Source: an optimization exercise on an open RTL-to-GDS flow (aim: small area, a short achievable clock period and few clock cycles per item). Production flows keep margins and buffers that such runs may drop.
In this exercise RTL edits were held to simulation tests only and were not proved equivalent to the original.

<file path="flow/flow/run.sh">
#!/bin/bash
set -o pipefail
cp standard.sh standard_sh_copy.log
export SETUP_SLACK_MARGIN=8
bash standard.sh > standard.log 2>&1
</file>
<file path="flow/standard.sh">
#!/bin/bash
# synth_recipe.tcl (not shown) runs the flow's synth.tcl, then flattens the netlist and writes it again
# the make line also repeats each setting of config.mk as NAME=value (left out here)
make -C /OpenROAD-flow-scripts/flow DESIGN_CONFIG=/design/flow/config.mk WORK_HOME=/design/flow/orfs CLKGATE_MAP_FILE= SYNTH_SCRIPT=/design/flow/synth_recipe.tcl "${@:-finish}"
</file>
<file path="flow/config.mk">
export PLATFORM = sky130hd
export DESIGN_NAME = sha256_stream_hasher_top
export DESIGN_NICKNAME = sha256_stream_hasher_top
export VERILOG_FILES = /design/flow/design.v
export SDC_FILE = /design/flow/constraint.sdc
export NUM_CORES = 4
export LEC_CHECK = 0
export CAP_MARGIN = 20
export CORE_MARGIN = 2
export CORE_UTILIZATION = 45
export CTS_BUF_LIST = sky130_fd_sc_hd__clkbuf_16
export CTS_CLUSTER_DIAMETER = 60
export CTS_CLUSTER_SIZE = 30
export PLACE_DENSITY = 0.6
export SLEW_MARGIN = 20
</file>
<file path="flow/constraint.sdc">
create_clock -name core_clock -period 12.0 [get_ports {clk}]
set_input_delay 2.4000 -clock core_clock [delete_from_list [all_inputs] [get_ports {clk}]]
set_output_delay 2.4000 -clock core_clock [all_outputs]
set_load 0.01 [all_outputs]
</file>
<file path="flow/design.v">
package sha256_pkg;
	typedef logic [31:0] word_t;
	function automatic word_t init_h(input logic [2:0] i);
		word_t h;
		case (i)
			3'd0: h = 32'h6A09E667; 3'd1: h = 32'hBB67AE85;
			3'd2: h = 32'h3C6EF372; 3'd3: h = 32'hA54FF53A;
			3'd4: h = 32'h510E527F; 3'd5: h = 32'h9B05688C;
			3'd6: h = 32'h1F83D9AB; default: h = 32'h5BE0CD19;
		endcase
		init_h = h;
	endfunction
	function automatic word_t round_k(input logic [5:0] r);
		word_t k;
		case (r)
			6'd0: k = 32'h428A2F98; 6'd1: k = 32'h71374491; 6'd2: k = 32'hB5C0FBCF;
			6'd3: k = 32'hE9B5DBA5; 6'd4: k = 32'h3956C25B; 6'd5: k = 32'h59F111F1;
			6'd6: k = 32'h923F82A4; 6'd7: k = 32'hAB1C5ED5; 6'd8: k = 32'hD807AA98;
			6'd9: k = 32'h12835B01; 6'd10: k = 32'h243185BE; 6'd11: k = 32'h550C7DC3;
			6'd12: k = 32'h72BE5D74; 6'd13: k = 32'h80DEB1FE; 6'd14: k = 32'h9BDC06A7;
			6'd15: k = 32'hC19BF174; 6'd16: k = 32'hE49B69C1; 6'd17: k = 32'hEFBE4786;
			6'd18: k = 32'h0FC19DC6; 6'd19: k = 32'h240CA1CC; 6'd20: k = 32'h2DE92C6F;
			6'd21: k = 32'h4A7484AA; 6'd22: k = 32'h5CB0A9DC; 6'd23: k = 32'h76F988DA;
			6'd24: k = 32'h983E5152; 6'd25: k = 32'hA831C66D; 6'd26: k = 32'hB00327C8;
			6'd27: k = 32'hBF597FC7; 6'd28: k = 32'hC6E00BF3; 6'd29: k = 32'hD5A79147;
			6'd30: k = 32'h06CA6351; 6'd31: k = 32'h14292967; 6'd32: k = 32'h27B70A85;
			6'd33: k = 32'h2E1B2138; 6'd34: k = 32'h4D2C6DFC; 6'd35: k = 32'h53380D13;
			6'd36: k = 32'h650A7354; 6'd37: k = 32'h766A0ABB; 6'd38: k = 32'h81C2C92E;
			6'd39: k = 32'h92722C85; 6'd40: k = 32'hA2BFE8A1; 6'd41: k = 32'hA81A664B;
			6'd42: k = 32'hC24B8B70; 6'd43: k = 32'hC76C51A3; 6'd44: k = 32'hD192E819;
			6'd45: k = 32'hD6990624; 6'd46: k = 32'hF40E3585; 6'd47: k = 32'h106AA070;
			6'd48: k = 32'h19A4C116; 6'd49: k = 32'h1E376C08; 6'd50: k = 32'h2748774C;
			6'd51: k = 32'h34B0BCB5; 6'd52: k = 32'h391C0CB3; 6'd53: k = 32'h4ED8AA4A;
			6'd54: k = 32'h5B9CCA4F; 6'd55: k = 32'h682E6FF3; 6'd56: k = 32'h748F82EE;
			6'd57: k = 32'h78A5636F; 6'd58: k = 32'h84C87814; 6'd59: k = 32'h8CC70208;
			6'd60: k = 32'h90BEFFFA; 6'd61: k = 32'hA4506CEB; 6'd62: k = 32'hBEF9A3F7;
			default: k = 32'hC67178F2;
		endcase
		round_k = k;
	endfunction
	function automatic word_t rotr(input word_t x, input int unsigned n);
		rotr = (x >> n) | (x << (32 - n));
	endfunction
	function automatic word_t bsig0(input word_t x);
		bsig0 = rotr(x, 2) ^ rotr(x, 13) ^ rotr(x, 22);
	endfunction
	function automatic word_t bsig1(input word_t x);
		bsig1 = rotr(x, 6) ^ rotr(x, 11) ^ rotr(x, 25);
	endfunction
	function automatic word_t ssig0(input word_t x);
		ssig0 = rotr(x, 7) ^ rotr(x, 18) ^ (x >> 3);
	endfunction
	function automatic word_t ssig1(input word_t x);
		ssig1 = rotr(x, 17) ^ rotr(x, 19) ^ (x >> 10);
	endfunction
endpackage
module sha256_stream_hasher_top (
	input  logic       clk,
	input  logic       arst_n,
	input  logic       s_axis_tvalid,
	output logic       s_axis_tready,
	input  logic [7:0] s_axis_tdata,
	input  logic       s_axis_tuser,
	output logic       m_axis_tvalid,
	input  logic       m_axis_tready,
	output logic [7:0] m_axis_tdata,
	output logic       m_axis_tlast,
	input  logic       cfg_we,
	input  logic [5:0] cfg_wdata
);
	typedef logic [31:0] word_t;
	logic [5:0] dlen_q;
	always_ff @(posedge clk or negedge arst_n) begin
		if (!arst_n)
			dlen_q <= 6'd32;
		else if (cfg_we)
			dlen_q <= cfg_wdata;
	end
	logic       rdy_q;
	logic       v1_q, f1_q;
	logic [7:0] d1_q;
	logic       acc;
	assign s_axis_tready = rdy_q;
	assign acc = s_axis_tvalid && rdy_q;
	always_ff @(posedge clk or negedge arst_n) begin
		if (!arst_n)
			v1_q <= 1'b0;
		else
			v1_q <= acc;
	end
	always_ff @(posedge clk) begin
		f1_q <= s_axis_tuser;
		d1_q <= s_axis_tdata;
	end
	localparam logic [1:0] M_DATA = 2'd0, M_PAD = 2'd1, M_LEN = 2'd2;
	logic [511:0] blk_q;           
	logic [6:0]   fc_q, fc_base, fc_d;
	logic [1:0]   md_q, md_d;
	logic         nb_q;            
	logic         bfirst_q, blast_q;
	logic [38:0]  hh_q;            
	logic [15:0]  hl_q;            
	logic [5:0]   lo_q;
	logic         hinc_q;          
	logic         hc_q;            
	logic         load_q;          
	logic         room, sh;
	logic [7:0]   sb;
	logic [63:0]  bitlen;
	logic         rdy_d;
	assign bitlen = {hh_q, hl_q, lo_q, 3'b000};
	assign room = !fc_q[6] || load_q;
	assign fc_base = load_q ? 7'd0 : fc_q;
	always_comb begin
		sh = 1'b0;
		sb = 8'h00;
		md_d = md_q;
		case (md_q)
			M_DATA: begin
				sh = v1_q;
				sb = f1_q ? 8'h80 : d1_q;
				if (v1_q && f1_q)
					md_d = M_PAD;
			end
			M_PAD: sh = room;
			default: begin
				sh = 1'b1;
				sb = bitlen[8 * (7 - fc_q[2:0]) +: 8];
			end
		endcase
		fc_d = fc_base + 7'(sh);
		if (md_d == M_PAD && sh && fc_q == 7'd55)
			md_d = M_LEN;
		if (md_q == M_LEN && fc_q[2:0] == 3'd7)
			md_d = M_DATA;
		rdy_d = md_d == M_DATA && !(acc && s_axis_tuser) &&
			(fc_d <= 7'd62 || (fc_d == 7'd63 && !acc));
	end
	always_ff @(posedge clk) begin
		if (sh)
			blk_q <= {blk_q[503:0], sb};
		if (md_q == M_DATA && v1_q && f1_q)
			lo_q <= fc_q[5:0];
	end
	always_ff @(posedge clk or negedge arst_n) begin
		if (!arst_n) begin
			fc_q <= '0;
			md_q <= M_DATA;
			nb_q <= 1'b1;
			bfirst_q <= 1'b0;
			blast_q <= 1'b0;
			hh_q <= '0;
			hl_q <= '0;
			hinc_q <= 1'b0;
			hc_q <= 1'b0;
			rdy_q <= 1'b0;
		end else begin
			fc_q <= fc_d;
			md_q <= md_d;
			rdy_q <= rdy_d;
			hinc_q <= md_q == M_DATA && v1_q && !f1_q && fc_q[5:0] == 6'd63;
			hc_q <= hinc_q && hl_q == 16'hFFFF;
			if (md_q == M_LEN && fc_q[2:0] == 3'd7) begin
				hl_q <= '0;
				hh_q <= '0;
			end else begin
				if (hinc_q)
					hl_q <= hl_q + 16'd1;
				if (hc_q)
					hh_q <= hh_q + 39'd1;
			end
			if (sh && fc_q == 7'd63) begin
				bfirst_q <= nb_q;
				blast_q <= md_q == M_LEN;
				nb_q <= md_q == M_LEN;
			end
		end
	end
	localparam logic [1:0] E_IDLE = 2'd0, E_ROUND = 2'd1, E_ADD = 2'd2, E_STALL = 2'd3;
	logic [1:0]  ph_q;             
	logic [1:0]  est_q, ast_q;     
	logic [5:0]  rc_q, rc_d;       
	logic [5:0]  rcn_q;            
	word_t       kc_q;             
	logic        lq_q;             
	logic        nf_q, nl_q;       
	logic        f_q, l_q;         
	logic        viv_q;            
	logic        dpend_q;          
	word_t a_q, b_q, c_q, d_q, e_q, f_q2, g_q, h_q2;
	word_t p_q;                    
	word_t dl_q;                   
	word_t t1_q;                   
	logic [479:0] w_q;             
	word_t ws_q, wc_q;             
	word_t ha_q [4];               
	word_t he_q [4];               
	word_t w0, w1, w9, w14, wres;
	word_t s0, s1, ch, mj, a_new, e_new, t1_new;
	word_t q_s, q_c, r_s, r_c, t_s, t_c, e_s, e_c, u_s, u_c, x_s, x_c, y_s, y_c;
	word_t xa, xe, ya, ye, sa, se, iva, ive, a_in, e_in;
	logic  aadd, eadd, aiv, eiv;
	function automatic logic [63:0] csa(input word_t x, input word_t y, input word_t z);
		word_t cy;
		cy = (x & y) | (z & (x | y));
		csa = {x ^ y ^ z, cy[30:0], 1'b0};
	endfunction
	assign w0  = w_q[479:448];
	assign w1  = w_q[447:416];
	assign w9  = w_q[191:160];
	assign w14 = w_q[31:0];
	assign wres = ws_q + wc_q;
	assign {x_s, x_c} = csa(sha256_pkg::ssig1(w14), w9, sha256_pkg::ssig0(w1));
	assign {y_s, y_c} = csa(x_s, x_c, w0);
	assign {q_s, q_c} = csa(g_q, kc_q, w0);
	assign {r_s, r_c} = csa(q_s, q_c, b_q);
	assign s1 = sha256_pkg::bsig1(e_q);
	assign ch = (e_q & f_q2) ^ (~e_q & g_q);
	assign {t_s, t_c} = csa(p_q, s1, ch);
	assign {e_s, e_c} = csa(dl_q, s1, ch);
	assign t1_new = t_s + t_c;
	assign e_new = e_s + e_c;
	assign s0 = sha256_pkg::bsig0(a_q);
	assign mj = (a_q & b_q) | (c_q & (a_q | b_q));
	assign {u_s, u_c} = csa(t1_q, s0, mj);
	assign a_new = u_s + u_c;
	assign aadd = ast_q == E_ADD;
	assign eadd = est_q == E_ADD;
	assign iva = sha256_pkg::init_h({1'b0, ~ph_q});
	assign ive = sha256_pkg::init_h({1'b1, ~(ph_q + 2'd1)});
	assign xa = (aadd && f_q) ? iva : ha_q[3];
	assign xe = (eadd && f_q) ? ive : he_q[3];
	assign ya = aadd ? d_q : '0;
	assign ye = eadd ? h_q2 : '0;
	assign sa = xa + ya;
	assign se = xe + ye;
	assign aiv = (aadd && l_q) || (ast_q == E_IDLE && viv_q);
	assign eiv = (eadd && l_q) || (est_q == E_IDLE && viv_q);
	assign a_in = aiv ? iva : aadd ? sa : d_q;
	assign e_in = eiv ? ive : eadd ? se : h_q2;
	assign rc_d = load_q ? 6'd0 : rcn_q;
	always_ff @(posedge clk) begin
		a_q <= (ast_q == E_ROUND) ? a_new : a_in;
		b_q <= a_q;
		c_q <= b_q;
		d_q <= c_q;
		e_q <= (est_q == E_ROUND) ? e_new : e_in;
		f_q2 <= e_q;
		g_q <= f_q2;
		h_q2 <= g_q;
		p_q <= q_s + q_c;
		dl_q <= r_s + r_c;
		t1_q <= t1_new;
		kc_q <= load_q ? sha256_pkg::round_k(6'd0) : sha256_pkg::round_k(rcn_q);
		if (load_q) begin
			w_q <= blk_q[511:32];
			ws_q <= blk_q[31:0];
			wc_q <= '0;
		end else begin
			w_q <= {w_q[447:0], wres};
			ws_q <= y_s;
			wc_q <= y_c;
		end
		ha_q[0] <= sa;
		ha_q[1] <= ha_q[0];
		ha_q[2] <= ha_q[1];
		ha_q[3] <= ha_q[2];
		he_q[0] <= se;
		he_q[1] <= he_q[0];
		he_q[2] <= he_q[1];
		he_q[3] <= he_q[2];
	end
	logic [4:0] kr_q;
	logic [5:0] nlim_q, ncap;
	logic       ov_q, ol_q;
	logic [7:0] od_q;
	logic       oload;
	word_t      hw;
	logic [1:0] hpos_a, hpos_e;
	logic [7:0] hbyte;
	logic       klast;
	assign ncap = (dlen_q > 6'd32) ? 6'd32 : dlen_q;
	assign hpos_a = kr_q[3:2] + ph_q;
	assign hpos_e = kr_q[3:2] + ph_q + 2'd1;
	assign hw = kr_q[4] ? he_q[hpos_e] : ha_q[hpos_a];
	assign hbyte = hw[8 * (3 - kr_q[1:0]) +: 8];
	assign klast = {1'b0, kr_q} == nlim_q - 6'd1;
	assign oload = !ov_q || m_axis_tready;
	assign m_axis_tvalid = ov_q;
	assign m_axis_tdata = od_q;
	assign m_axis_tlast = ol_q;
	always_ff @(posedge clk) begin
		if (oload) begin
			od_q <= hbyte;
			ol_q <= klast;
		end
	end
	always_ff @(posedge clk or negedge arst_n) begin
		if (!arst_n) begin
			ph_q <= '0;
			est_q <= E_IDLE;
			ast_q <= E_IDLE;
			rc_q <= '0;
			rcn_q <= 6'd1;
			load_q <= 1'b0;
			lq_q <= 1'b0;
			nf_q <= 1'b0;
			nl_q <= 1'b0;
			f_q <= 1'b0;
			l_q <= 1'b0;
			viv_q <= 1'b1;
			dpend_q <= 1'b0;
			kr_q <= '0;
			nlim_q <= '0;
			ov_q <= 1'b0;
		end else begin
			ph_q <= ph_q + 2'd1;
			rc_q <= rc_d;
			rcn_q <= rc_d + 6'd1;
			load_q <= fc_d[6] && ph_q == 2'd0 && (ast_q == E_IDLE || ast_q == E_ADD);
			if (load_q) begin
				lq_q <= 1'b1;
				nf_q <= bfirst_q;
				nl_q <= blast_q;
			end
			ast_q <= est_q;
			if (ph_q == 2'd2) begin
				case (est_q)
					E_ROUND: if (rc_q == 6'd0) est_q <= dpend_q ? E_STALL : E_ADD;
					E_STALL: if (!dpend_q) est_q <= E_ADD;
					default: est_q <= lq_q ? E_ROUND : E_IDLE;
				endcase
			end
			if (ph_q == 2'd3) begin
				if (est_q == E_ROUND && ast_q != E_ROUND) begin
					lq_q <= 1'b0;
					f_q <= nf_q;
					l_q <= nl_q;
					viv_q <= 1'b0;
				end
				if (aadd && l_q) begin
					viv_q <= est_q != E_ROUND;
					dpend_q <= ncap != 6'd0;
					nlim_q <= ncap;
					kr_q <= '0;
				end
			end
			if (oload) begin
				ov_q <= dpend_q;
				if (dpend_q) begin
					kr_q <= kr_q + 5'd1;
					if (klast)
						dpend_q <= 1'b0;
				end
			end
		end
	end
endmodule
</file>
==> results of run 1 <==
-- area by class of cell --
class                   instances  area (um2)
fillers                     15400       85800
clock inverters               112        1620
repair buffers                204        1880
flip-flops and latches       1834       42800
inverters                     297        1130
multi-input cells            4181       36200
well taps                    2340        2930
diodes                          6        15.0
clock buffers                 134        3350
-- flip-flops by register name (all words and copies together), names as in the netlist, 8 cells and up --
name   count
blk_q    512
w_q      480
ha_q     128
he_q     128
hh_q      39
a_q       32
b_q       32
c_q       32
d_q       32
dl_q      32
e_q       32
f_q2      32
g_q       32
h_q2      32
kc_q      32
p_q       32
t1_q      32
ws_q      32
wc_q      31
hl_q      16
d1_q       8
od_q       8
-- stage by stage --
step	instance area, um2	cells
after detailed placement	82100	8729
final	89900	9108
after CTS	88400	9038
after floorplan	79400	6563
after global placement	82100	8729
after global routing	89900	9102
-- cells by family after synthesis --
| kind of cell | count (synthesis) | share of synthesized area (%) |
|---|---|---|
| flops | 1834 | 53.6 |
| xor+xnor | 528 | 5.84 |
| mux | 656 | 10.5 |
| fa+ha+maj | 502 | 10.0 |
| simple gates | 1267 | 7.50 |
| compound gates | 1225 | 9.88 |
| buf+inv | 551 | 2.62 |
-- layout by cell type, fill, tap and decap left out, drive strengths merged, types with 47 or more instances in the layout --
cell type  netlist  final
clkbuf         213    136
and3            47     47
a31oi           51     51
nand2          402    402
dfxtp         1192   1192
mux2           519    519
xnor2          344    344
nor2b           66     67
a21oi          303    303
mux2i           47     47
edfxtp         527    527
a21o           149    149
o21ai          331    331
inv            293    356
fa             223    223
ha             276    276
nand2b          63     63
xor2           184    184
nand3          103    103
dfrtp          111    111
buf             41    170
nor3            67     67
and2            90     92
nor2           328    328
mux4            90     90
-- what timing repair did --
item / 4_1_cts / 5_1_grt
pin swaps: 50 / 119
cloned: 6 / 2
gates resized for setup: 210 / 209
setup endpoints to repair: 315 / 135
buffers inserted: 57 / 62
-- routing by layer --
layer	vias up	track usage, %	share of wire [%]
met4	2	9.26	4.0
met2	1539	38.3	45
li1	23400	-	-
met3	341	3.25	5.5
met5	-	0	0.0058
met1	25100	34.3	45
-- worst paths after layout --
path | to | slack [ns] | depth (start not counted)
worst max-delay path | a_q[30]$_DFF_P_ | 7.92 | 19
worst min-delay path | g_q[21]$_DFF_P_ | 0.32 | 0
worst max register to register | a_q[30]$_DFF_P_ | 7.92 | 19
worst min register to register | g_q[21]$_DFF_P_ | 0.32 | 0
max in group asynchronous | est_q[0]$_DFFE_PN0P_ | 9.12 | 2
min in group asynchronous | hh_q[28]$_DFFE_PN0P_ | 1.63 | 1
==> run notes, run 1 <==
- Number of clock buffers inserted by TritonCTS: ~130
- Final setup slack of the worst path: 7.92 ns
- Count of different cell masters after synthesis: 88
- Top post-synthesis cells by area: sky130_fd_sc_hd__dfxtp_1 30%, sky130_fd_sc_hd__edfxtp_1 20%, sky130_fd_sc_hd__mux2_2 7.4%
- Fraction of the yosys area taken by sequential cells: approximately 54%
- Normalized max-slew margin: between 20 and 30%
- Startpoint kind of the worst setup timing path: flop
- Final-layout worst hold slack: about 0.32 ns
- Initial antenna violation count: 5
- Most used flip-flop cell after synthesis: sky130_fd_sc_hd__dfxtp_1
- Area delta synth->final: 13.3%
- Ratio of cells with drive above 1 in the final layout: approximately 20%
- Remaining global-route overflow: 0
- Per-cell via count in the routed design: between 5 and 6
- Cell with the most instances after synthesis: sky130_fd_sc_hd__dfxtp_1
- Number of global-route vias before repair: 50000
- Post-route clock period utilization: ~34%
- Initial Util: 45.2%
- Worst EP required: between 10 and 15 ns
- DRT antenna net count: 0
- Post-synthesis average cell area: between 10 and 15 um2
- Reg2Reg Launch Point: ast_q[1]$_DFF_PN0_
- Synthesized Nets: around 7100
- Most instantiated cells after synthesis: 1192 x sky130_fd_sc_hd__dfxtp_1, 527 x sky130_fd_sc_hd__edfxtp_1, 519 x sky130_fd_sc_hd__mux2_2
- DP Wirelength: approximately 160000 um
- Pin count of the biggest net entering global routing: 180
- Clk_skew: between 0.06 and 0.07 ns
- Number of pins exceeding their max-slew limit in the final report: 0
- Synthesis warning total: 3
- CP Buf/Inv Count: 4
- Global router's overall resource usage: around a quarter
- Setup_tns: 0 ns
- Max-cap violation count: 0
- Number of iterations in the first detailed-routing pass: 6
- Type of the worst setup path: flop to flop
- Crit path from: ast_q[1]$_DFF_PN0_
- Clock net sink count: between 1500 and 2000
- Share of async-settable or async-resettable flops after synthesis: 6.27%
- Wire length after detailed routing: approximately 220000 um
- Stage delay of the slowest cell on the critical path: 0.44 ns
- Number of hold violations in the final report: 0
- Worst-skew pair later-pin latency: about 0.85 ns
- Max Freq: roughly 240 MHz
- Final weighted congestion of routability-driven global placement: 0.953
- Library cell occupying the most area in the post-synthesis netlist: sky130_fd_sc_hd__dfxtp_1
- Data arrival at the endpoint of the critical path: 4.81 ns
- Total vias in the final route: ~50000
- Run status: timing/DRC/antenna clean
- Area of the core: about 180000 um2
- IO Count: 31
- Mean routed wirelength per cell: approximately 24 um
- Final core area utilization: 51.2%
- Initial detailed-routing violation count: ~4600
- Number of placement rows: 154
- Residual DRC: 0
- Die extent in y: between 400 and 500 um
- Unrepaired setup endpoints after global routing: yes
- Worst Hold Launch: f_q2[21]$_DFF_P_
- Period minus WS final: 4.08 ns
- Number of port buffers: 30
- Clock Pin Slew Worst Setup and Hold Paths: 0.10 ns
- Full die area: about 180000 um2
- CP max-delay cell: sky130_fd_sc_hd__dfrtp_2
- Post-synthesis register bit count: approximately 1800
- Count of hold-fix buffers inserted at cts: 0
- Dpl ws: ~6.3 ns
- Top fanout value on the critical path: 7
- Mapped Cells: 6563
- Post-layout net count: slightly above 7000
- CP Capture Type: flop
- Horizontal die dimension: 424 um
- Clock tree from TritonCTS: built
- Fraction of synthesized cell area taken by the top area cell type: 30.1%
- Crit path max-delay family: compound AO/OA/AOI/OAI gates
- Critical-path cell list: buf_12, clkinvlp_4, nor2_4, buf_12, and2_4, buf_6, o21a_1, ha_2, fa_2, a21o_1, a221oi_4, a21oi_2, o2111ai_2, a211o_1, o211ai_1, a221o_1, a21oi_2, xnor2_2, a22o_1
- Post-synthesis cell area: a little under 80000 um2
- Number of buffers on the longest clock path: 3
- H-tree depth: 4
- Clock Root Buffer: sky130_fd_sc_hd__clkbuf_16
- Wire length of the first global-routing pass: ~330000 um
- Post-synth EDFFs: roughly 530
- Final setup violating endpoints: 0
- Kind of path behind the tightest hold check: flop to flop
- Worst Tran Pin Value: approximately 1.1 ns
Testbench counts, summed over its fixed seeds: cycles 53,124, bytes 44,000.
==> inputs of run 2 (changes only) <==
==> flow/flow/run.sh (replaced) <==
#!/bin/bash
set -o pipefail
cp standard.sh standard_sh_copy.log
export SETUP_SLACK_MARGIN=8.5
bash standard.sh > standard.log 2>&1
==> run 2 against run 1 <==
  * Synthesized cell count stayed put
  * Core utilization is 1.7 points higher
  * Non-clock buffer count is 136 higher
  * Worst hold slack better by 0.016 ns
==> run notes, run 2 <==
- IO Count: 31 (unchanged)
- Remaining global-route overflow: 0 (unchanged)
- Clock Root Buffer: sky130_fd_sc_hd__clkbuf_16 (unchanged)
- Fraction of the yosys area taken by sequential cells: 53.6% (unchanged)
- Final setup slack of the worst path: 7.97 ns (was 7.92 ns)
- Synthesized Nets: 7082 (unchanged)
- DRT antenna net count: 0 (unchanged)
- Final setup violating endpoints: 0 (unchanged)
- Critical register-to-register path endpoint: a_q[30]$_DFF_P_ (unchanged)
- Period minus WS final: 4.03 ns (was 4.08 ns)
- Number of global-route vias before repair: 51200 (was 50000)
- Startpoint kind of the worst setup timing path: flop (unchanged)
- Post-synthesis average cell area: 12.1 um2 (unchanged)
- DP Wirelength: 165000 um (about the same)
- Clock net sink count: 1834 (unchanged)
- Count of antenna diodes in the layout: 0 (was 6)
- Share of async-settable or async-resettable flops after synthesis: 6.27% (unchanged)
- Total vias in the final route: 51600 (was 50400)
- Top post-synthesis cells by area: sky130_fd_sc_hd__dfxtp_1 30%, sky130_fd_sc_hd__edfxtp_1 20%, sky130_fd_sc_hd__mux2_2 7.4% (unchanged)
- Unrepaired setup endpoints after global routing: yes (unchanged)
- Worst EP required: 12.70 ns (was 12.73 ns)
- Normalized max-slew margin: 28.4% (was 25.9%)
- Worst Tran Pin Value: 1.07 ns (was 1.11 ns)
- Largest register by flop count: blk_q (unchanged)
- Die extent in y: 424 um (unchanged)
- Final-layout worst hold slack: 0.334 ns (was 0.318 ns)
- Horizontal die dimension: 424 um (unchanged)
- Run status: timing/DRC/antenna clean (unchanged)
- Fill cell count: 15000 (was 15400)
- Clock Pin Slew Worst Setup and Hold Paths: 0.09 ns (was 0.10 ns)
- Area delta synth->final: 17.1% (was 13.3%)
- Final core area utilization: 52.9% (was 51.2%)
- Cell count after placement: 8728 (was 8729)
- Max-cap violation count: 0 (unchanged)
- Worst Hold Launch: f_q2[1]$_DFF_P_ (was f_q2[21]$_DFF_P_)
- Most used flip-flop cell after synthesis: sky130_fd_sc_hd__dfxtp_1 (unchanged)
- Final non-filler cell total: 9245 (was 9108)
- Worst Reg2Reg Path Length in Cells: 16 (was 19)
- Area of the core: 176000 um2 (unchanged)
- Mux share of post-synthesis cell area: 10.5% (unchanged)
- Mapped Cells: 6563 (unchanged)
- Number of hold violations in the final report: 0 (unchanged)
- Parity-gate share of the synthesized area counting xor and xnor cells: 5.84% (unchanged)
- Global router's overall resource usage: 25.0% (was 24.4%)
- Max Freq: 248 MHz (was 245 MHz)
- Library cell occupying the most area in the post-synthesis netlist: sky130_fd_sc_hd__dfxtp_1 (unchanged)
- H-tree depth: 4 (unchanged)
- Share of the synthesized area in compound gates (AO/OA/AOI/OAI): 9.88% (unchanged)
- Dpl ws: 7.05 ns (was 6.28 ns)
- Post-layout net count: 7310 (was 7169)
- Leading cell type in the layout, fill and taps excluded: sky130_fd_sc_hd__dfxtp_1 (unchanged)
- Largest register FFs: 512 (unchanged)
- Post-synthesis cell area: 79400 um2 (unchanged)
- Full die area: 180000 um2 (unchanged)
- Number of cells on the worst hold path: 0 (unchanged)
- Cell with the most instances after synthesis: sky130_fd_sc_hd__dfxtp_1 (unchanged)
- Wire length of the first global-routing pass: 337000 um (was 327000 um)
- Dominant combinational cell family by area after synthesis: multiplexers (unchanged)
- Basic-gate share of the synthesized area counting and, or, nand and nor cells: 7.50% (unchanged)
- Minimum setup slack among reg-to-reg paths: 7.97 ns (was 7.92 ns)
- Mean routed wirelength per cell: 24.7 um (was 24.5 um)
- Post-route clock period utilization: 33.6% (was 34.0%)
- Top library cells by usage in the layout, fill and taps aside: 1106 x sky130_fd_sc_hd__dfxtp_1, 527 x sky130_fd_sc_hd__edfxtp_1, 513 x sky130_fd_sc_hd__mux2_2 (was 1116 x sky130_fd_sc_hd__dfxtp_1, 527 x sky130_fd_sc_hd__edfxtp_1, 518 x sky130_fd_sc_hd__mux2_2)
- Count of different cell masters after synthesis: 88 (unchanged)
- Reg2Reg Launch Point: f_q$_DFFE_PN0P_ (was ast_q[1]$_DFF_PN0_)
- Synthesis warning total: 3 (unchanged)
- Per-cell via count in the routed design: 5.59 (was 5.54)
- Initial Util: 45.2% (unchanged)
- Count of hold-fix buffers inserted at cts: 0 (unchanged)
- Biggest regs: blk_q: 512 flops, w_q: 480 flops (unchanged)
- Number of port buffers: 30 (unchanged)
- CP Capture Type: flop (unchanged)
- Worst min-delay path endpoint: g_q[1]$_DFF_P_ (was g_q[21]$_DFF_P_)
- Initial detailed-routing violation count: 5042 (was 4562)
- Number of iterations in the first detailed-routing pass: 7 (was 6)
- Wire length after detailed routing: 229000 um (was 223000 um)
- Ratio of cells with drive above 1 in the final layout: 24.8% (was 19.8%)
- Most instantiated cells after synthesis: 1192 x sky130_fd_sc_hd__dfxtp_1, 527 x sky130_fd_sc_hd__edfxtp_1, 519 x sky130_fd_sc_hd__mux2_2 (unchanged)
- Type of the worst setup path: flop to flop (unchanged)
- Post-synth EDFFs: 527 (unchanged)
- Number of clock buffers inserted by TritonCTS: 135 (was 132)
- Fraction of synthesized cell area taken by the top area cell type: 30.1% (unchanged)
- Clock tree from TritonCTS: built (unchanged)
- Clk_skew: 0.0433 ns (was 0.0609 ns)
- Initial antenna violation count: 6 (was 5)
- Pin count of the biggest net entering global routing: 182 (was 180)
- Final weighted congestion of routability-driven global placement: 0.958 (was 0.953)
- Worst-skew pair later-pin latency: 0.83 ns (was 0.85 ns)
- Number of buffers on the longest clock path: 3 (unchanged)
- Residual DRC: 0 (unchanged)
- Number of placement rows: 154 (unchanged)
- Data arrival at the endpoint of the critical path: 4.73 ns (was 4.81 ns)
- Kind of path behind the tightest hold check: flop to flop (unchanged)
- Setup_tns: 0 ns (unchanged)
- Fraction of the mapped netlist area in adder cells: 10.0% (unchanged)
- Top fanout value on the critical path: 14 (was 7)
- Post-synthesis register bit count: 1834 (unchanged)
- Number of pins exceeding their max-slew limit in the final report: 0 (unchanged)
run 2: cell counts after synthesis:
No cell type changed its count.
run 2: logic make-up after synthesis:
group | after synthesis
compound gates | 1225
xor+xnor | 528
fa+ha+maj | 502
buf+inv | 551
flops | 1834
mux | 656
simple gates | 1267
run 2: worst max-delay path by stage:
stage / start / endpoint / slack [ns] / depth (start not counted)
3_3_place_gp: est_q[1]$_DFFE_PN0P_ / e_q[31]$_DFF_P_ / 7.11 / 16
5_1_grt: ph_q[1]$_DFF_PN0_ / e_q[31]$_DFF_P_ / 7.83 / 17
6_report: f_q$_DFFE_PN0P_ / a_q[30]$_DFF_P_ / 7.97 / 16
3_5_place_dp: est_q[1]$_DFFE_PN0P_ / e_q[31]$_DFF_P_ / 7.05 / 16
2_1_floorplan: md_q[0]$_DFF_PN0_ / rdy_q$_DFF_PN0_ / 8.03 / 11
4_1_cts: ph_q[1]$_DFF_PN0_ / a_q[30]$_DFF_P_ / 8.04 / 18
run 2: cell type report:
class	instances	area [um2]	area share (%)
sequential	1834	42800	46.1
multi-input combinational	4183	37800	40.7
clock buffer	137	3430	3.69
timing repair buffer	340	3200	3.45
tap	2340	2930	3.15
clock inverter	114	1600	1.72
inverter	297	1140	1.23
run 2: metal layers:
metal | up-vias | GRT usage (%) | routed length [um]
li1 | 23700 | - | -
met1 | 25900 | 35.2 | 103000
met2 | 1663 | 38.9 | 104000
met3 | 402 | 3.56 | 12400
met4 | 4 | 9.68 | 9710
met5 | - | 0 | 27
run 2: stage by stage:
stage | instance area, um2
5_1_grt | 92900
3_3_place_gp | 82400
2_1_floorplan | 79800
6_report | 92900
4_1_cts | 90900
3_5_place_dp | 82400
run 2: repair_timing:
item	4_1_cts	5_1_grt
endpoints found under the setup margin	728	282
pin swaps	210	174
gates resized for setup	536	239
setup buffers	166	86
gates cloned	9	5
run 2: critical path, stage by stage (launching register included):
cell and delay (ns):
sky130_fd_sc_hd__dfrtp_4 0.62, sky130_fd_sc_hd__and2_4 0.21, sky130_fd_sc_hd__buf_4 0.14, sky130_fd_sc_hd__bufbuf_16 0.27, sky130_fd_sc_hd__nor2_1 0.10, sky130_fd_sc_hd__a21oi_1 0.06, sky130_fd_sc_hd__ha_1 0.26, sky130_fd_sc_hd__a21o_1 0.20
sky130_fd_sc_hd__a21o_1 0.18, sky130_fd_sc_hd__a21oi_1 0.34, sky130_fd_sc_hd__o21ai_0 0.20, sky130_fd_sc_hd__a21oi_2 0.25, sky130_fd_sc_hd__o211ai_1 0.17, sky130_fd_sc_hd__a221o_1 0.39, sky130_fd_sc_hd__a21oi_2 0.18, sky130_fd_sc_hd__xnor2_2 0.10
sky130_fd_sc_hd__a22o_1 0.22
==> inputs of run 3 (changes only) <==
==> flow/flow/run.sh (replaced) <==
#!/bin/bash
set -o pipefail
cp standard.sh standard_sh_copy.log
export SETUP_SLACK_MARGIN=7.5
bash standard.sh > standard.log 2>&1
==> run 3 against run 2 <==
  * Still clean
  * Final area decreased by 5.4%
  * Non-clock buffer count fell by 227
  * Flip-flop and latch count unchanged
  * Critical endpoint is now e_q[31]$_DFF_P_
==> run notes, run 3 <==
- Number of hold violations in the final report: 0 (unchanged)
- Run status: timing/DRC/antenna clean (unchanged)
- Reg area: 42600 um2 (was 42800 um2)
- Worst-skew pair later-pin latency: 0.83 ns (about the same)
- Synthesized Nets: 7082 (unchanged)
- Initial antenna violation count: 8 (was 6)
- Setup_tns: 0 ns (unchanged)
- Fraction of synthesized cell area taken by the top area cell type: 30.1% (unchanged)
- Clock tree from TritonCTS: built (unchanged)
- Horizontal die dimension: 424 um (unchanged)
- Number of port buffers: 30 (unchanged)
- Post-synthesis register bit count: 1834 (unchanged)
- Cell with the most instances after synthesis: sky130_fd_sc_hd__dfxtp_1 (unchanged)
- Clk_skew: 0.0624 ns (was 0.0433 ns)
- Share of the synthesized area in compound gates (AO/OA/AOI/OAI): 9.88% (unchanged)
- Library cell occupying the most area in the post-synthesis netlist: sky130_fd_sc_hd__dfxtp_1 (unchanged)
- Ratio of cells with drive above 1 in the final layout: 15.9% (was 24.8%)
- Clock Root Buffer: sky130_fd_sc_hd__clkbuf_16 (unchanged)
- Wire length after detailed routing: 229000 um (about the same)
- Leading cell type in the layout, fill and taps excluded: sky130_fd_sc_hd__dfxtp_1 (unchanged)
- Parity-gate share of the synthesized area counting xor and xnor cells: 5.84% (unchanged)
- Post-layout net count: 7082 (was 7310)
- Mean routed wirelength per cell: 25.4 um (was 24.7 um)
- IO Count: 31 (unchanged)
- Share of async-settable or async-resettable flops after synthesis: 6.27% (unchanged)
- Most instantiated cells after synthesis: 1192 x sky130_fd_sc_hd__dfxtp_1, 527 x sky130_fd_sc_hd__edfxtp_1, 519 x sky130_fd_sc_hd__mux2_2 (unchanged)
- Number of buffers on the longest clock path: 3 (unchanged)
- Number of placement rows: 154 (unchanged)
- H-tree depth: 4 (unchanged)
- Initial detailed-routing violation count: 5073 (was 5042)
- Pin count of the biggest net entering global routing: 90 (was 182)
- Max-cap violation count: 0 (unchanged)
- Basic-gate share of the synthesized area counting and, or, nand and nor cells: 7.50% (unchanged)
- Largest register by flop count: blk_q (unchanged)
- DRT antenna net count: 0 (unchanged)
- Final setup violating endpoints: 0 (unchanged)
- Area of combinational cells with multiple inputs: 35100 um2 (was 37800 um2)
- Area of the core: 176000 um2 (unchanged)
- Number of iterations in the first detailed-routing pass: 6 (was 7)
- Most used flip-flop cell after synthesis: sky130_fd_sc_hd__dfxtp_1 (unchanged)
- Final core area utilization: 50.0% (was 52.9%)
- Final weighted congestion of routability-driven global placement: 0.981 (was 0.958)
- Clock net sink count: 1834 (unchanged)
- Global router's overall resource usage: 25.3% (was 25.0%)
- Data arrival at the endpoint of the critical path: 5.02 ns (was 4.73 ns)
- Remaining global-route overflow: 0 (unchanged)
- Wire length of the first global-routing pass: 336000 um (was 337000 um)
- Number of clock buffers inserted by TritonCTS: 136 (was 135)
- Period minus WS final: 4.35 ns (was 4.03 ns)
- CP Capture Type: flop (unchanged)
- Full die area: 180000 um2 (unchanged)
- Biggest regs: blk_q: 512 flops, w_q: 480 flops (unchanged)
- Clock Pin Slew Worst Setup and Hold Paths: 0.08 ns (was 0.09 ns)
- Max Freq: 230 MHz (was 248 MHz)
- Residual DRC: 0 (unchanged)
- Worst EP required: 12.66 ns (was 12.70 ns)
- Startpoint kind of the worst setup timing path: flop (unchanged)
- Post-synthesis cell area: 79400 um2 (unchanged)
- Worst Tran Pin Value: 1.10 ns (was 1.07 ns)
- Top post-synthesis cells by area: sky130_fd_sc_hd__dfxtp_1 30%, sky130_fd_sc_hd__edfxtp_1 20%, sky130_fd_sc_hd__mux2_2 7.4% (unchanged)
- Per-cell via count in the routed design: 5.58 (was 5.59)
- Post-synth EDFFs: 527 (unchanged)
- Normalized max-slew margin: 26.7% (was 28.4%)
- Dominant combinational cell family by area after synthesis: multiplexers (unchanged)
- Die extent in y: 424 um (unchanged)
- Synthesis warning total: 3 (unchanged)
- Initial Util: 45.2% (unchanged)
- Top fanout value on the critical path: 5 (was 14)
- Count of different cell masters after synthesis: 88 (unchanged)
- Type of the worst setup path: flop to flop (unchanged)
- Mapped Cells: 6563 (unchanged)
- Total vias in the final route: 50300 (was 51600)
- Fraction of the yosys area taken by sequential cells: 53.6% (unchanged)
- Post-route clock period utilization: 36.3% (was 33.6%)
- Fraction of the mapped netlist area in adder cells: 10.0% (unchanged)
- Number of pins exceeding their max-slew limit in the final report: 0 (unchanged)
- Mux share of post-synthesis cell area: 10.5% (unchanged)
- Area delta synth->final: 10.7% (was 17.1%)
- Kind of path behind the tightest hold check: flop to flop (unchanged)
- Top library cells by usage in the layout, fill and taps aside: 1170 x sky130_fd_sc_hd__dfxtp_1, 527 x sky130_fd_sc_hd__edfxtp_1, 519 x sky130_fd_sc_hd__mux2_2 (was 1106 x sky130_fd_sc_hd__dfxtp_1, 527 x sky130_fd_sc_hd__edfxtp_1, 513 x sky130_fd_sc_hd__mux2_2)
- DP Wirelength: 173000 um (was 165000 um)
- Fill cell count: 15600 (was 15000)
- Unrepaired setup endpoints after global routing: yes (unchanged)
- Post-synthesis average cell area: 12.1 um2 (unchanged)
- Largest register FFs: 512 (unchanged)
- Number of global-route vias before repair: 49600 (was 51200)
==> run 3: repair_timing <==
| action | 4_1_cts | 5_1_grt |
|---|---|---|
| setup endpoints to repair | 175 | 53 |
| hold buffers | 0 | 0 |
| hold endpoints to repair | 0 | 0 |
| pin swaps | 3 | 8 |
| setup buffers | 5 | 15 |
| gates resized for setup | 47 | 52 |
| cloned | 3 | 3 |
==> run 3: final timing paths <==
| path | start | end | slack, ns | depth (start not counted) |
|---|---|---|---|---|
| setup reg to reg | e_q[26]$_DFF_P_ | e_q[31]$_DFF_P_ | 7.65 | 18 |
| min in group asynchronous | arst_n | rcn_q[3]$_DFF_PN0_ | 1.58 | 1 |
| max in group asynchronous | arst_n | hh_q[21]$_DFFE_PN0P_ | 9.02 | 2 |
| setup / recovery | e_q[26]$_DFF_P_ | e_q[31]$_DFF_P_ | 7.65 | 18 |
| hold reg to reg | f_q2[27]$_DFF_P_ | g_q[27]$_DFF_P_ | 0.30 | 0 |
| hold / removal | f_q2[27]$_DFF_P_ | g_q[27]$_DFF_P_ | 0.30 | 0 |
==> run 3: stage by stage <==
step / cells / hold WS (ns) / setup slack (ns) / area, um2
after floorplan: 6563 / 0.326 / 7.56 / 79400
after global placement: 8738 / 0.328 / 6.72 / 82100
after detailed placement: 8739 / 0.332 / 6.61 / 82100
after CTS: 9000 / 0.305 / 7.38 / 87500
after global routing: 9019 / 0.310 / 7.38 / 87800
final: 9025 / 0.305 / 7.65 / 87900
==> run 3: routing by layer <==
layer / global-route usage [%] / vias up / part of all wire, %
met5: 0 / - / 0.011
met3: 3.05 / 391 / 4.9
met4: 9.44 / 4 / 4.0
li1: - / 23200 / -
met2: 40.6 / 1520 / 46
met1: 35.1 / 25200 / 45
==> run 3: area by class of cell <==
type,count,share of cell area [%]
inverter,297,1.27
clock inverter,112,1.76
timing repair buffer,113,1.16
multi-input combinational,4181,39.9
antenna,7,0.0199
sequential,1834,48.5
clock buffer,141,4.02
tap,2340,3.33
==> run 3: cell families after synthesis <==
logic type	Yosys count
AND/OR/NAND/NOR	1267
AO/OA/AOI/OAI	1225
multiplexers	656
adder cells (fa/ha/maj)	502
XOR/XNOR	528
buffers and inverters	551
flip-flops	1834
==> run 3: worst max-delay path, stage by stage, from the launching register on <==
cell                       delay, ns
sky130_fd_sc_hd__dfxtp_2        0.45
sky130_fd_sc_hd__xnor2_1        0.20
sky130_fd_sc_hd__xnor2_2        0.10
sky130_fd_sc_hd__buf_4          0.17
sky130_fd_sc_hd__fa_1           0.48
sky130_fd_sc_hd__ha_1           0.19
sky130_fd_sc_hd__inv_1          0.07
sky130_fd_sc_hd__fa_1           0.44
sky130_fd_sc_hd__nand2b_1       0.17
sky130_fd_sc_hd__a21oi_1        0.28
sky130_fd_sc_hd__o21ai_2        0.13
sky130_fd_sc_hd__a31oi_2        0.27
sky130_fd_sc_hd__o31ai_2        0.12
sky130_fd_sc_hd__buf_4          0.17
sky130_fd_sc_hd__o21ai_0        0.23
sky130_fd_sc_hd__a41oi_1        0.20
sky130_fd_sc_hd__a31oi_1        0.25
sky130_fd_sc_hd__xnor2_1        0.19
sky130_fd_sc_hd__a32oi_1        0.08
==> inputs of run 4 (changes only) <==
==> flow/flow/run.sh (replaced) <==
#!/bin/bash
set -o pipefail
cp standard.sh standard_sh_copy.log
export SETUP_SLACK_MARGIN=8
bash standard.sh > standard.log 2>&1
--- a/flow/config.mk
+++ b/flow/config.mk
@@ -11,4 +11,4 @@
 export CTS_BUF_LIST = sky130_fd_sc_hd__clkbuf_16
-export CTS_CLUSTER_DIAMETER = 60
-export CTS_CLUSTER_SIZE = 30
+export CTS_CLUSTER_DIAMETER = 70
+export CTS_CLUSTER_SIZE = 40
 export PLACE_DENSITY = 0.6
==> run 4 against run 3 <==
  * Largest cell class unchanged
  * Clock skew increased by 0.016 ns
  * Routed wire length fell by 2.7%
  * Final cell count is 0.54% higher
  * Highest routed layer unchanged
  * Sequential share of layout area down 0.68 points
==> run notes, run 4 <==
- Run status: timing/DRC/antenna clean (unchanged)
- Residual DRC: 0 (unchanged)
- Max Freq: 246 MHz (was 230 MHz)
- Max-cap violation count: 0 (unchanged)
- IO Count: 31 (unchanged)
- Period minus WS final: 4.07 ns (was 4.35 ns)
- CP Capture Type: flop (unchanged)
- H-tree depth: 3 (was 4)
- Critical-path cell list: buf_12, clkinvlp_4, nor2_4, buf_12, and2_4, buf_6, o21a_1, ha_2, fa_2, a21o_1, a221oi_4, a21oi_2, o2111ai_2, a211o_1, o211ai_1, a221o_1, a21oi_2, xnor2_2, a22o_1 (was xnor2_1, xnor2_2, buf_4, fa_1, ha_1, inv_1, fa_1, nand2b_1, a21oi_1, o21ai_2, a31oi_2, o31ai_2, buf_4, o21ai_0, a41oi_1, a31oi_1, xnor2_1, a32oi_1)
- Worst EP required: 12.71 ns (was 12.66 ns)
- Share of async-settable or async-resettable flops after synthesis: 6.27% (unchanged)
- Unrepaired setup endpoints after global routing: yes (unchanged)
- Initial detailed-routing violation count: 4631 (was 5073)
- Post-route clock period utilization: 33.9% (was 36.3%)
- Post-route cell area: 89400 um2 (was 87900 um2)
- Number of buffers on the longest clock path: 3 (unchanged)
- Dpl ws: 6.28 ns (was 6.61 ns)
- Synthesis warning total: 3 (unchanged)
- Mux share of post-synthesis cell area: 10.5% (unchanged)
- Post-synthesis cell area: 79400 um2 (unchanged)
- Per-cell via count in the routed design: 5.56 (was 5.58)
- Dominant combinational cell family by area after synthesis: multiplexers (unchanged)
- Pin count of the biggest net entering global routing: 180 (was 90)
- Clock Root Buffer: sky130_fd_sc_hd__clkbuf_16 (unchanged)
- Number of pins exceeding their max-slew limit in the final report: 0 (unchanged)
- Most instantiated cells after synthesis: 1192 x sky130_fd_sc_hd__dfxtp_1, 527 x sky130_fd_sc_hd__edfxtp_1, 519 x sky130_fd_sc_hd__mux2_2 (unchanged)
- Worst Tran Pin Value: 1.13 ns (was 1.10 ns)
- DRT antenna net count: 0 (unchanged)
- Cell count after placement: 8729 (was 8739)
- Number of port buffers: 30 (unchanged)
- Area delta synth->final: 12.6% (was 10.7%)
- Global router's overall resource usage: 24.3% (was 25.3%)
- Final setup violating endpoints: 0 (unchanged)
- Clock tree from TritonCTS: built (unchanged)
- Post-layout net count: 7154 (was 7082)
- Number of hold violations in the final report: 0 (unchanged)
- Number of global-route vias before repair: 49600 (about the same)
- Remaining global-route overflow: 0 (unchanged)
- Synthesized Nets: 7082 (unchanged)
- Horizontal die dimension: 424 um (unchanged)
- Startpoint kind of the worst setup timing path: flop (unchanged)
- Mean routed wirelength per cell: 24.5 um (was 25.4 um)
- Wire length after detailed routing: 223000 um (was 229000 um)
- Number of placement rows: 154 (unchanged)
- Worst-skew pair later-pin latency: 0.81 ns (was 0.83 ns)
- DP Wirelength: 165000 um (was 173000 um)
- Biggest regs: blk_q: 512 flops, w_q: 480 flops (unchanged)
- Largest register FFs: 512 (unchanged)
- Fraction of synthesized cell area taken by the top area cell type: 30.1% (unchanged)
- Count of different cell masters after synthesis: 88 (unchanged)
- Wire length of the first global-routing pass: 327000 um (was 336000 um)
- Area of the core: 176000 um2 (unchanged)
- Cell with the most instances after synthesis: sky130_fd_sc_hd__dfxtp_1 (unchanged)
- Largest register by flop count: blk_q (unchanged)
- Initial antenna violation count: 10 (was 8)
- Share of the synthesized area in compound gates (AO/OA/AOI/OAI): 9.88% (unchanged)
- Kind of path behind the tightest hold check: flop to flop (unchanged)
- Final setup slack of the worst path: 7.93 ns (was 7.65 ns)
- Most used flip-flop cell after synthesis: sky130_fd_sc_hd__dfxtp_1 (unchanged)
- Top library cells by usage in the layout, fill and taps aside: 1131 x sky130_fd_sc_hd__dfxtp_1, 527 x sky130_fd_sc_hd__edfxtp_1, 515 x sky130_fd_sc_hd__mux2_2 (was 1170 x sky130_fd_sc_hd__dfxtp_1, 527 x sky130_fd_sc_hd__edfxtp_1, 519 x sky130_fd_sc_hd__mux2_2)
- Full die area: 180000 um2 (unchanged)
- Area post-placement: 82100 um2 (unchanged)
- Parity-gate share of the synthesized area counting xor and xnor cells: 5.84% (unchanged)
- Clk_skew: 0.0782 ns (was 0.0624 ns)
- Basic-gate share of the synthesized area counting and, or, nand and nor cells: 7.50% (unchanged)
- Clock Pin Slew Worst Setup and Hold Paths: 0.10 ns (was 0.08 ns)
- Final non-filler cell total: 9074 (was 9025)
- Post-synthesis register bit count: 1834 (unchanged)
- Fraction of the mapped netlist area in adder cells: 10.0% (unchanged)
- Top fanout value on the critical path: 7 (was 5)
- Data arrival at the endpoint of the critical path: 4.78 ns (was 5.02 ns)
- Fill cell count: 15400 (was 15600)
- Number of clock buffers inserted by TritonCTS: 110 (was 136)
- Fraction of the yosys area taken by sequential cells: 53.6% (unchanged)
- Leading cell type in the layout, fill and taps excluded: sky130_fd_sc_hd__dfxtp_1 (unchanged)
- Clock net sink count: 1834 (unchanged)
- Total vias in the final route: 50400 (was 50300)
- Die extent in y: 424 um (unchanged)
- Count of hold-fix buffers inserted at cts: 0 (unchanged)
- Setup_tns: 0 ns (unchanged)
- Type of the worst setup path: flop to flop (unchanged)
- Post-synth EDFFs: 527 (unchanged)
- Stage delay of the slowest cell on the critical path: 0.44 ns (was 0.48 ns)
- Ratio of cells with drive above 1 in the final layout: 19.4% (was 15.9%)
- Final weighted congestion of routability-driven global placement: 0.953 (was 0.981)
- Number of iterations in the first detailed-routing pass: 8 (was 6)
- CP Buf/Inv Count: 4 (was 3)
- Mapped Cells: 6563 (unchanged)
- Post-synthesis average cell area: 12.1 um2 (unchanged)
- Library cell occupying the most area in the post-synthesis netlist: sky130_fd_sc_hd__dfxtp_1 (unchanged)
- Initial Util: 45.2% (unchanged)
- Top post-synthesis cells by area: sky130_fd_sc_hd__dfxtp_1 30%, sky130_fd_sc_hd__edfxtp_1 20%, sky130_fd_sc_hd__mux2_2 7.4% (unchanged)
- Normalized max-slew margin: 24.0% (was 26.7%)
- Crit path max-delay family: compound AO/OA/AOI/OAI gates (unchanged)
- CP max-delay cell: sky130_fd_sc_hd__dfrtp_2 (was sky130_fd_sc_hd__fa_1)
## run 4: cell counts after synthesis
No cell type changed its count.
## run 4: area by class of cell
type / instances / area [um2] / area share (%)
Sequential cell: 1834 / 42700 / 47.8
Multi-Input combinational cell: 4181 / 36200 / 40.5
Tap cell: 2340 / 2930 / 3.28
Clock buffer: 111 / 2780 / 3.11
Timing Repair Buffer: 211 / 1940 / 2.17
Clock inverter: 98 / 1630 / 1.82
Inverter: 297 / 1130 / 1.26
Antenna cell: 2 / 5.00 / 0.00560
## run 4: worst paths after layout
| path | startpoint | to | slack, ns | cells past startpoint |
|---|---|---|---|---|
| setup / recovery | ast_q[1]$_DFF_PN0_ | a_q[30]$_DFF_P_ | 7.93 | 19 |
| hold / removal | c_q[20]$_DFF_P_ | d_q[20]$_DFF_P_ | 0.32 | 0 |
| setup reg to reg | ast_q[1]$_DFF_PN0_ | a_q[30]$_DFF_P_ | 7.93 | 19 |
| hold reg to reg | c_q[20]$_DFF_P_ | d_q[20]$_DFF_P_ | 0.32 | 0 |
| max in group asynchronous | arst_n | est_q[0]$_DFFE_PN0P_ | 9.08 | 2 |
| min in group asynchronous | arst_n | hh_q[25]$_DFFE_PN0P_ | 1.67 | 1 |
## run 4: worst register-to-register path: stages (launching register included)
cell and delay [ns]:
sky130_fd_sc_hd__dfrtp_2 0.44, sky130_fd_sc_hd__buf_12 0.14, sky130_fd_sc_hd__clkinvlp_4 0.08, sky130_fd_sc_hd__nor2_4 0.04, sky130_fd_sc_hd__buf_12 0.14, sky130_fd_sc_hd__and2_4 0.18, sky130_fd_sc_hd__buf_6 0.12, sky130_fd_sc_hd__o21a_1 0.16
sky130_fd_sc_hd__ha_2 0.18, sky130_fd_sc_hd__fa_2 0.34, sky130_fd_sc_hd__a21o_1 0.23, sky130_fd_sc_hd__a221oi_4 0.30, sky130_fd_sc_hd__a21oi_2 0.12, sky130_fd_sc_hd__o2111ai_2 0.29, sky130_fd_sc_hd__a211o_1 0.17, sky130_fd_sc_hd__o211ai_1 0.16
sky130_fd_sc_hd__a221o_1 0.39, sky130_fd_sc_hd__a21oi_2 0.18, sky130_fd_sc_hd__xnor2_2 0.10, sky130_fd_sc_hd__a22o_1 0.20
## run 4: kinds of logic (layout without fill, tap and decap cells)
family	Yosys count	after routing
simple gates	1267	1270
xor+xnor	528	528
mux	656	656
compound gates	1225	1225
buf+inv	551	717
flops	1834	1834
fa+ha+maj	502	502
other cells	0	2
## run 4: through the flow
step | hold WS [ns] | utilization, %
after floorplan | 0.326 | -
after global placement | 0.327 | 46.7
after detailed placement | 0.332 | 46.7
after CTS | 0.311 | 50.0
after global routing | 0.335 | 50.8
final | 0.317 | 50.8
## run 4: repair_timing
action	CTS	global route
setup endpoints to repair	328	124
pin swaps	41	100
cloned	6	2
resized for setup	218	183
setup buffers	56	70
## run 4: layer usage
layer | global-route usage [%] | share of wire (%)
met1 | 34.3 | 45
met2 | 38.2 | 45
met3 | 3.38 | 5.3
met4 | 8.86 | 4.2
met5 | 0 | 0.012
==> inputs of run 5 (changes only) <==
==> flow/flow/run.sh (replaced) <==
#!/bin/bash
set -o pipefail
export SETUP_SLACK_MARGIN=8
bash standard.sh > standard.log 2>&1
--- a/flow/config.mk
+++ b/flow/config.mk
@@ -11,4 +11,5 @@
 export CTS_BUF_LIST = sky130_fd_sc_hd__clkbuf_16
-export CTS_CLUSTER_DIAMETER = 70
-export CTS_CLUSTER_SIZE = 40
+export CTS_CLUSTER_DIAMETER = 65
+export CTS_CLUSTER_SIZE = 35
+export GPL_ROUTABILITY_DRIVEN = 0
 export PLACE_DENSITY = 0.6
==> run 5 against run 4 <==
  * Worst hold slack gained 0.0045 ns
  * Largest cell class unchanged
==> run notes, run 5 <==
- Top post-synthesis cells by area: sky130_fd_sc_hd__dfxtp_1 30%, sky130_fd_sc_hd__edfxtp_1 20%, sky130_fd_sc_hd__mux2_2 7.4% (unchanged)
- Clock tree from TritonCTS: built (unchanged)
- Leading cell type in the layout, fill and taps excluded: sky130_fd_sc_hd__dfxtp_1 (unchanged)
- Top library cells by usage in the layout, fill and taps aside: 1126 x sky130_fd_sc_hd__dfxtp_1, 527 x sky130_fd_sc_hd__edfxtp_1, 518 x sky130_fd_sc_hd__mux2_2 (was 1131 x sky130_fd_sc_hd__dfxtp_1, 527 x sky130_fd_sc_hd__edfxtp_1, 515 x sky130_fd_sc_hd__mux2_2)
- Post-synth EDFFs: 527 (unchanged)
- Number of port buffers: 30 (unchanged)
- Number of hold violations in the final report: 0 (unchanged)
- Fraction of the yosys area taken by sequential cells: 53.6% (unchanged)
- Wire length of the first global-routing pass: 321000 um (was 327000 um)
- Fraction of synthesized cell area taken by the top area cell type: 30.1% (unchanged)
- Per-cell via count in the routed design: 5.58 (was 5.56)
- Ratio of cells with drive above 1 in the final layout: 18.5% (was 19.4%)
- Pin count of the biggest net entering global routing: 193 (was 180)
- Cell with the most instances after synthesis: sky130_fd_sc_hd__dfxtp_1 (unchanged)
- Global router's overall resource usage: 23.7% (was 24.3%)
- Startpoint kind of the worst setup timing path: flop (unchanged)
- Worst EP required: 12.72 ns (was 12.71 ns)
- Count of different cell masters after synthesis: 88 (unchanged)
- Post-synthesis cell area: 79400 um2 (unchanged)
- Number of clock buffers inserted by TritonCTS: 112 (was 110)
- Full die area: 180000 um2 (unchanged)
- Most instantiated cells after synthesis: 1192 x sky130_fd_sc_hd__dfxtp_1, 527 x sky130_fd_sc_hd__edfxtp_1, 519 x sky130_fd_sc_hd__mux2_2 (unchanged)
- Unrepaired setup endpoints after global routing: yes (unchanged)
- Final setup violating endpoints: 0 (unchanged)
- Max-cap violation count: 0 (unchanged)
- Top fanout value on the critical path: 6 (was 7)
- Number of iterations in the first detailed-routing pass: 9 (was 8)
- DRT antenna net count: 0 (unchanged)
- Number of placement rows: 154 (unchanged)
- Final non-filler cell total: 9047 (was 9074)
- Largest register FFs: 512 (unchanged)
- Reg area: 42700 um2 (about the same)
- Residual DRC: 0 (unchanged)
- Wire length after detailed routing: 216000 um (was 223000 um)
- Number of buffers on the longest clock path: 3 (unchanged)
- Synthesis warning total: 3 (unchanged)
- Worst Tran Pin Value: 1.13 ns (about the same)
- Synthesized Nets: 7082 (unchanged)
- Share of async-settable or async-resettable flops after synthesis: 6.27% (unchanged)
- Number of pins exceeding their max-slew limit in the final report: 0 (unchanged)
- Final setup slack of the worst path: 7.95 ns (was 7.93 ns)
- Post-synthesis average cell area: 12.1 um2 (unchanged)
- Clock Root Buffer: sky130_fd_sc_hd__clkbuf_16 (unchanged)
- DP Wirelength: 159000 um (was 165000 um)
- Post-layout net count: 7126 (was 7154)
- Horizontal die dimension: 424 um (unchanged)
- Cell count after placement: 8726 (was 8729)
- Clk_skew: 0.0667 ns (was 0.0782 ns)
- Initial antenna violation count: 6 (was 10)
- Normalized max-slew margin: 24.9% (was 24.0%)
- Data arrival at the endpoint of the critical path: 4.78 ns (about the same)
- Worst-skew pair later-pin latency: 0.81 ns (about the same)
- Largest register by flop count: blk_q (unchanged)
- Library cell occupying the most area in the post-synthesis netlist: sky130_fd_sc_hd__dfxtp_1 (unchanged)
- Run status: timing/DRC/antenna clean (unchanged)
- Biggest regs: blk_q: 512 flops, w_q: 480 flops (unchanged)
- Max Freq: 247 MHz (was 246 MHz)
- Period minus WS final: 4.05 ns (was 4.07 ns)
- Initial Util: 45.2% (unchanged)
- Most used flip-flop cell after synthesis: sky130_fd_sc_hd__dfxtp_1 (unchanged)
- Area delta synth->final: 11.8% (was 12.6%)
- Dpl ws: 6.47 ns (was 6.28 ns)
- Mapped Cells: 6563 (unchanged)
- Total vias in the final route: 50500 (was 50400)
- Post-synthesis register bit count: 1834 (unchanged)
- H-tree depth: 3 (unchanged)
- Number of global-route vias before repair: 49200 (was 49600)
- Type of the worst setup path: flop to flop (unchanged)
- Clock net sink count: 1834 (unchanged)
- Post-route clock period utilization: 33.8% (was 33.9%)
- Initial detailed-routing violation count: 5393 (was 4631)
- Fill cell count: 15400 (about the same)
- Clock Pin Slew Worst Setup and Hold Paths: 0.09 ns (was 0.10 ns)
- Kind of path behind the tightest hold check: flop to flop (unchanged)
- CP Capture Type: flop (unchanged)
- Area of the core: 176000 um2 (unchanged)
- Area of combinational cells with multiple inputs: 35900 um2 (was 36200 um2)
- IO Count: 31 (unchanged)
- Setup_tns: 0 ns (unchanged)
- Remaining global-route overflow: 0 (unchanged)
- Die extent in y: 424 um (unchanged)
- Mean routed wirelength per cell: 23.9 um (was 24.5 um)
## run 5: cell type report
class,count,area share (%)
sequential,1834,48.2
multi-input combinational,4181,40.4
tap,2340,3.30
clock buffer,115,3.25
timing repair buffer,181,1.92
clock inverter,97,1.64
inverter,297,1.27
antenna,2,0.00564
## run 5: worst paths after layout
check / slack [ns] / start / to / cells past startpoint
worst min register to register: 0.32 / ha_q[0][6]$_DFF_P_ / ha_q[1][6]$_DFF_P_ / 0
worst min-delay path: 0.32 / ha_q[0][6]$_DFF_P_ / ha_q[1][6]$_DFF_P_ / 0
worst max-delay path: 7.95 / est_q[0]$_DFFE_PN0P_ / e_q[31]$_DFF_P_ / 16
worst max register to register: 7.95 / est_q[0]$_DFFE_PN0P_ / e_q[31]$_DFF_P_ / 16
min in group asynchronous: 1.68 / arst_n / hh_q[24]$_DFFE_PN0P_ / 1
max in group asynchronous: 9.13 / arst_n / ph_q[1]$_DFF_PN0_ / 2
## run 5: routing by layer
metal  track usage, %  routed length, um
met5                0                 28
met4             9.73              10500
met3             3.37              13800
met2             36.6              95800
met1             33.5              95900
## run 5: kinds of logic (layout without fill, tap and decap cells)
group | after synthesis | after routing | synth area share [%]
DFF | 1834 | 1834 | 53.6
other | 0 | 2 | 0
muxes | 656 | 656 | 10.5
xor gates and xnor gates | 528 | 528 | 5.84
and+or+nand+nor | 1267 | 1270 | 7.50
AOI/OAI and AO/OA | 1225 | 1225 | 9.88
adders and majority gates | 502 | 502 | 10.0
buffers and inverters | 551 | 690 | 2.62
## run 5: worst max-delay path: stages, from the launching register on
cell,delay [ns]
sky130_fd_sc_hd__dfrtp_4,0.51
sky130_fd_sc_hd__nor2b_4,0.20
sky130_fd_sc_hd__buf_12,0.14
sky130_fd_sc_hd__and2_4,0.19
sky130_fd_sc_hd__nor2_2,0.05
sky130_fd_sc_hd__a21oi_2,0.14
sky130_fd_sc_hd__ha_1,0.27
sky130_fd_sc_hd__a211oi_2,0.27
sky130_fd_sc_hd__o211ai_1,0.21
sky130_fd_sc_hd__a211oi_2,0.33
sky130_fd_sc_hd__a311oi_2,0.19
sky130_fd_sc_hd__o31ai_2,0.26
sky130_fd_sc_hd__a21boi_2,0.12
sky130_fd_sc_hd__a221oi_4,0.33
sky130_fd_sc_hd__o21ai_2,0.09
sky130_fd_sc_hd__or4_1,0.47
sky130_fd_sc_hd__a32oi_1,0.21
## run 5: what timing repair did
action,CTS,global route
setup buffers,47,52
setup endpoints to repair,257,163
gates resized for setup,199,127
pin swaps,39,86
hold buffers,0,0
cloned,8,0
## run 5: through the flow
step	instance area [um2]	util [%]	hold WS (ns)
finish	88700	50.5	0.322
global route	88700	50.5	0.322
CTS	87700	49.9	0.314
detailed placement	82100	46.7	0.333
global placement	82100	46.7	0.327
floorplan	79400	-	0.326

[port drivers added, routing unchanged]
How much do the figures lean on ideal ports? The routed layouts below were timed once more, with nothing changed but the port constraints. Step 1 assumes that a clkbuf_16 drives the clock port and a buf_2 every other input. Step 2 also shifts input and output timing later by t, the mid clock arrival at the registers, as if the neighbouring blocks saw the same clock. a / b / c = ideal ports / drivers / drivers and shift; a / b = the first two.
run | t (ns) | setup slack, ns | worst setup path at the end | clock arrival spread, ns | cell pins on the clock port's net
run 1 | 0.901 | 7.915 / 7.915 / 7.713 | input to register | 0.061 / 0.061 | 1
run 2 | 0.895 | 7.972 / 7.972 / 7.972 | register to register | 0.053 / 0.053 | 1
run 3 | 0.873 | 7.648 / 7.648 / 7.648 | register to register | 0.063 / 0.063 | 1
run 4 | 0.867 | 7.928 / 7.928 / 7.742 | input to register | 0.086 / 0.086 | 1
run 5 | 0.858 | 7.947 / 7.947 / 7.777 | input to register | 0.074 / 0.074 | 1
After both steps every run listed still meets setup and hold. For run 1, which loses most, drivers alone change the setup slack by 0.000 ns; drivers and shift together by -0.202 ns.
